Context: an optimization exercise on an open-source flow, tuned for small area, a short achievable clock period and few clock cycles per item. The choices shown serve that exercise and are no tape-out recipe.
RTL that was checked went through simulation tests only; none was proved equivalent to the original.
Power figures rest on the tool's default switching activity, not on a simulated workload.

old:
==> flow/design.v (excerpt) <==
module round_robin_sleep_scheduler_unit (
  input  logic                clk_i,
  input  logic                rst_ni,
  input  logic                start,
  input  logic [17:0]         item_i,
  output logic                busy,
  input  logic                cfg_we_i,
  input  logic [7:0]          cfg_wdata_i,
  output logic                done_o,
  output logic [8:0]          result_o
);
Size: about 2,100 cells after synthesis, ~350 flip-flops, about 41 I/O pins, roughly 19,000 um2 of cells after synthesis.
==> flow/config.mk <==
export PLATFORM = sky130hd
export DESIGN_NAME = round_robin_sleep_scheduler_unit
export DESIGN_NICKNAME = round_robin_sleep_scheduler_unit
export VERILOG_FILES = /design/flow/design.v
export SDC_FILE = /design/flow/constraint.sdc
export NUM_CORES = 4
export LEC_CHECK = 0
export ABC_AREA = 1
export CAP_MARGIN = 20
export CORE_MARGIN = 2
export CORE_UTILIZATION = 50
export SETUP_SLACK_MARGIN = 5
export SLEW_MARGIN = 20
==> flow/constraint.sdc <==
create_clock -name core_clock -period 8.0 [get_ports {clk_i}]
set_input_delay 1.6000 -clock core_clock [delete_from_list [all_inputs] [get_ports {clk_i}]]
set_output_delay 1.6000 -clock core_clock [all_outputs]
set_load 0.01 [all_outputs]
run.sh (not shown) runs the stock make flow with config.mk's settings and CLKGATE_MAP_FILE= SYNTH_SCRIPT=/design/flow/synth_recipe.tcl, a recipe that flattens the netlist after the stock synthesis.
old ended with every stage complete and zero timing, DRC or antenna violations.
> inputs changed (old -> new)
--- a/flow/design.v
+++ b/flow/design.v
@@ -30,21 +30,20 @@
   assign t1_o    = (ticks == 16'd1);
 endmodule
 module rrss_datapath (
   input  logic [15:0]     blk_i,
   input  logic [15:0]     rdy_i,
   input  logic [16*16-1:0] wake_i,
   input  logic [15:0]     step_i,
   input  logic [15:0]     ticks_i,
   input  logic            k2_i,
   input  logic [3:0]      last_i,
-  input  logic [3:0]      cur_i,
   input  logic [15:0]     above_i,
   input  logic [7:0]      slice_i,
   input  logic [7:0]      ts_i,
   output logic [15:0]     cd_blk_o,      
   output logic [15:0]     cd_rdy_o,
   output logic [15:0]     last_oh_o,
   output logic [15:0]     cur_oh_o,
   output logic [15:0]     found_oh_o,    
   output logic [15:0]     found_above_o,
   output logic [3:0]      found_idx_o,
@@ -54,28 +53,28 @@
   output logic            any_dead_o,
   output logic            ne_o,
   output logic [15:0]     step_inc_o,
   output logic [15:0]     wake_new_o,
   output logic [7:0]      slice_inc_o
 );
   localparam int N = rrss_pkg::NUM_SLOTS;
   logic [N-1:0] due, cand, cand_hi, pre_hi, pre_all, first_hi, first_all, dead, pre_dead;
   logic         any_hi;
   assign step_inc_o  = step_i + 16'd1;
-  assign wake_new_o  = step_i + ticks_i - 16'd1;
+  assign wake_new_o  = step_i + ticks_i - 16'd2;
   assign slice_inc_o = slice_i + 8'd1;
   assign ne_o        = (slice_i != ts_i);
   always_comb begin
     for (int i = 0; i < N; i++) begin
       last_oh_o[i] = (last_i == 4'(i));
-      cur_oh_o[i]  = (cur_i == 4'(i));
-      due[i]       = last_oh_o[i] ? k2_i : (wake_i[16*i +: 16] == step_inc_o);
+      cur_oh_o[i]  = ~above_i[i] & ((i == N-1) | above_i[(i+1) % N]);
+      due[i]       = last_oh_o[i] ? k2_i : (wake_i[16*i +: 16] == step_i);
     end
   end
   assign cd_blk_o = blk_i & ~rdy_i;
   assign cd_rdy_o = rdy_i | (blk_i & due);
   assign cand    = rdy_i & ~16'b1;
   assign cand_hi = cand & above_i;
   assign dead    = ~blk_i & ~rdy_i;
   always_comb begin
     pre_hi[0]   = 1'b0;
     pre_all[0]  = 1'b0;
@@ -148,21 +147,20 @@
     .t1_o    (t1)
   );
   rrss_datapath u_dp (
     .blk_i         (blk_q),
     .rdy_i         (rdy_q),
     .wake_i        (wake_q),
     .step_i        (step_q),
     .ticks_i       (ticks_q),
     .k2_i          (k2_q),
     .last_i        (last_q),
-    .cur_i         (cur_q),
     .above_i       (above_q),
     .slice_i       (slice_q),
     .ts_i          (ts_q),
     .cd_blk_o      (cd_blk),
     .cd_rdy_o      (cd_rdy),
     .last_oh_o     (last_oh),
     .cur_oh_o      (cur_oh),
     .found_oh_o    (found_oh),
     .found_above_o (found_above),
     .found_idx_o   (found_idx),
### Flow results
- new went all the way through synthesis, placement and routing and the layout is clean on timing, DRC and antenna.
- new vs old — maximum VDD drop dropped about 26%.
- When new is set beside old, its initial standard-cell utilization of the core turns out to be 0.16 points larger.
- Post-placement cell count ended up about 3% lower on new than on old.
- Delta (new minus old): layout multi-input combinational cell count -2.1%, total power -0.48 mW, utilization of the core after routing -0.81 points, maximum fanout along the worst path +5.
- new improves on old in netlist area before placement.
Testbench counts of new, summed over its fixed seeds: cycles 8,000, items 8,000.
The RTL of old was laid out without a check of its function.

==> separate check: timing with driven ports <==
No port has a modelled driver above. Below, the same layouts with a new extraction and two added sets of constraints.
Step 1: set_driving_cell puts a clkbuf_16 on clk_i and a buf_2 on each other input, an assumption about the parent block.
Step 2 also shifts input and output timing later by t, the mid clock arrival at the registers, as if the neighbouring blocks saw the same clock.
a / b / c = no drivers / after step 1 / after step 2; a / b = the first two.
run | shift t [ns] | slack for setup (ns) | hold slack, ns | worst setup path at the end | worst register clock-pin slew, ns
old | 0.623 | 5.058 / 5.030 / 4.471 | 0.468 / 0.468 / 0.468 | input to register | 0.06 / 0.06
new | 0.609 | 5.085 / 5.032 / 4.508 | 0.471 / 0.471 / 0.471 | input to register | 0.06 / 0.06
After both steps every run listed still meets setup and hold. For old, which loses most, drivers alone change the setup slack by -0.028 ns; drivers and shift together by -0.587 ns.
